Background: an optimization exercise with open tools, aiming at small area, a short achievable clock period and few clock cycles per item. Do not read the settings as production practice.
Function was checked by simulation only, so behaviour that the tests miss may differ from the original.
Power and IR drop assume default switching activity.

Setup of lane 1:
==> flow/design.v (excerpt) <==
module multicycle_processor #(
    parameter int                DATA_W   = 32,
    parameter int                NUM_REGS = 16,
    parameter int                ADDR_W   = 32,
    parameter logic [ADDR_W-1:0] RESET_PC = '0
) (
    input  logic                   clk,
    input  logic                   reset,
    output logic                   imem_req,
    output logic [ADDR_W-1:0]      imem_addr,
    input  logic                   imem_ack,
    input  logic [31:0]            imem_rdata,
    output logic                   dmem_req,
    output logic                   dmem_we,
    output logic [ADDR_W-1:0]      dmem_addr,
    output logic [DATA_W-1:0]      dmem_wdata,
    input  logic                   dmem_ack,
    input  logic [DATA_W-1:0]      dmem_rdata,
    output logic                   retire,
    output logic                   halted
);
==> flow/config.mk <==
export PLATFORM = sky130hd
export DESIGN_NAME = multicycle_processor
export DESIGN_NICKNAME = multicycle_processor
export VERILOG_FILES = /design/flow/design.v
export SDC_FILE = /design/flow/constraint.sdc
export NUM_CORES = 4
export LEC_CHECK = 0
export ABC_CLOCK_PERIOD_IN_PS = 3500
export CAP_MARGIN = 20
export CORE_MARGIN = 2
export CORE_UTILIZATION = 35
export SLEW_MARGIN = 20
==> flow/constraint.sdc <==
create_clock -name core_clock -period 9.0 [get_ports {clk}]
set_input_delay 1.8000 -clock core_clock [delete_from_list [all_inputs] [get_ports {clk}]]
set_output_delay 1.8000 -clock core_clock [all_outputs]
set_load 0.01 [all_outputs]
standard.sh (not shown) runs the stock make flow with config.mk's settings and CLKGATE_MAP_FILE= SYNTH_SCRIPT=/design/flow/synth_recipe.tcl, a recipe that flattens the netlist after the stock synthesis.
==> flow/flow/run.sh <==
#!/bin/bash
# The standard layout (standard.sh, all steps, the standard synthesis
# unchanged), except: the ports are buffered with the smallest buffer instead
# of the one buffer_ports picks by itself (timing repair resizes them where a
# path needs it), and timing repair aims at a setup slack of 5.5 ns.
set -euo pipefail
bash standard.sh "BUFFER_PORTS_ARGS=-buffer_cell sky130_fd_sc_hd__buf_1" SETUP_SLACK_MARGIN=5.5 finish > standard_flow.log 2>&1
Testbench counts of lane 1, summed over its fixed seeds: cycles 77,176, instructions 72,675.
Input-level comparison between lane 2 and lane 1:
Settings: SETUP_SLACK_MARGIN newly set to 5; CTS_BUF_LIST newly set to sky130_fd_sc_hd__clkbuf_8.
==> flow/run.sh (new file) <==
#!/bin/bash
# synth_recipe.tcl (not shown) runs the flow's synth.tcl, then flattens the netlist and writes it again
# the make line also repeats each setting of config.mk as NAME=value (left out here)
make -C /OpenROAD-flow-scripts/flow DESIGN_CONFIG=/design/flow/config.mk WORK_HOME=/design/flow/orfs CLKGATE_MAP_FILE= SYNTH_SCRIPT=/design/flow/synth_recipe.tcl finish
removed: flow/flow/run.sh
removed: flow/standard.sh
## What came out
[lane 2] power density normalized to cell area fell 18 nW/um^2 relative to lane 1
Lane 2: routed wire length 1.2% below lane 1
The number of signal-net buffers in the layout in lane 2 is 0.831 times that in lane 1.
Worst slack at placement: lane 2 worse than lane 1
Re detailed-placement wirelength estimate: lane 1 and lane 2 aren't equal, and the higher value belongs to lane 2.
| register-to-register slack | lane 2 vs lane 1 | 80 ps lower |
The setup slack of lane 2 is smaller than that of lane 1.
Delta (lane 2 minus lane 1): number of clock buffers in the layout went up, final design area excluding fillers decreased by 1400 sq um relative to the old numbers.
## Diff of input files: lane 3 against lane 2
Settings: ABC_AREA now 1, previously not set; CTS_BUF_LIST no longer set, was sky130_fd_sc_hd__clkbuf_8.
### Flow results
No stage failed in lane 3, and the final checks on the layout all came back clean. Lane 3 against lane 2: shortest period the worst path allows shows an increase of 11 ps; final design instance area without fill shows an increase of about 3%; detailed-route wire length shows an increase of about 3.3%; sequential share of layout area shows a reduction of 1.4 points. sky130_fd_sc_hd__o31ai_1 as the cell at the slowest stage of the critical path was reported by lane 3, and sky130_fd_sc_hd__nor4b_1 by lane 2. Switching share of total power ended up 6.8 points lower on lane 3 than on lane 2. Final critical-path setup slack (higher): lane 2. [compare] base=lane 2 new=lane 3: part of the cycle the worst path needs barely changed; worst-case hold slack dropped 13 ps.
## Diff of input files: lane 4 against lane 3
Settings: ABC_AREA: 1 -> unset.
Results
- Summary — number of nets in the synthesized netlist, lane 4 relative to lane 3: lower, by 20%.
- Run comparison: lane 4 most common library cell in the layout ignoring fill and taps sky130_fd_sc_hd__edfxtp_1; lane 3 most common library cell in the layout ignoring fill and taps sky130_fd_sc_hd__nand2_1
- Per the comparison of lane 4 with lane 3, number of DRC violations after detailed-routing iteration 0 saw a decrease, count of buffers not belonging to the clock network in the layout increased by 19 relative to the old numbers, number of cells on the critical path up 4, part of the power in the clock network shrank by 9.8 points, switching power saw an increase.
- Against lane 3 as the reference, lane 4 delivers a lower global-route total usage across every layer.
- Changes observed in lane 4 relative to lane 3: total power consumption of the routed design now larger, xor/xnor share of the synthesized area now larger.

port drivers added, routing unchanged:
Ports are ideal in the flow. The routed layouts listed here were re-timed in OpenROAD. Step 1, drivers: a clkbuf_16 drives clk and a buf_2 each remaining input, both assumed. Step 2 moves the port delays by t, midway between the first and last clock arrival at a register: inputs arrive t later, outputs are due t later. That takes back most of the time a late clock gives input paths. Three values: ideal, step 1, step 2; two values: the first two.
run	t (ns)	setup slack, ns	hold WS [ns]	slew at the worst register clock pin (ns)	cell pins on the clock port's net
lane 1	0.742	5.056 / 5.056 / 4.562	0.452 / 0.452 / 0.452	0.07 / 0.07	1
lane 2	0.822	4.975 / 4.975 / 4.301	0.473 / 0.473 / 0.473	0.08 / 0.08	1
lane 3	0.726	4.964 / 4.964 / 4.357	0.460 / 0.460 / 0.460	0.07 / 0.07	1
lane 4	0.713	4.951 / 4.951 / 4.408	0.464 / 0.464 / 0.464	0.07 / 0.07	1
After both steps every run listed still meets setup and hold. The setup slack of lane 2, which loses most, moves by 0.000 ns with the drivers and by -0.674 ns with both steps.
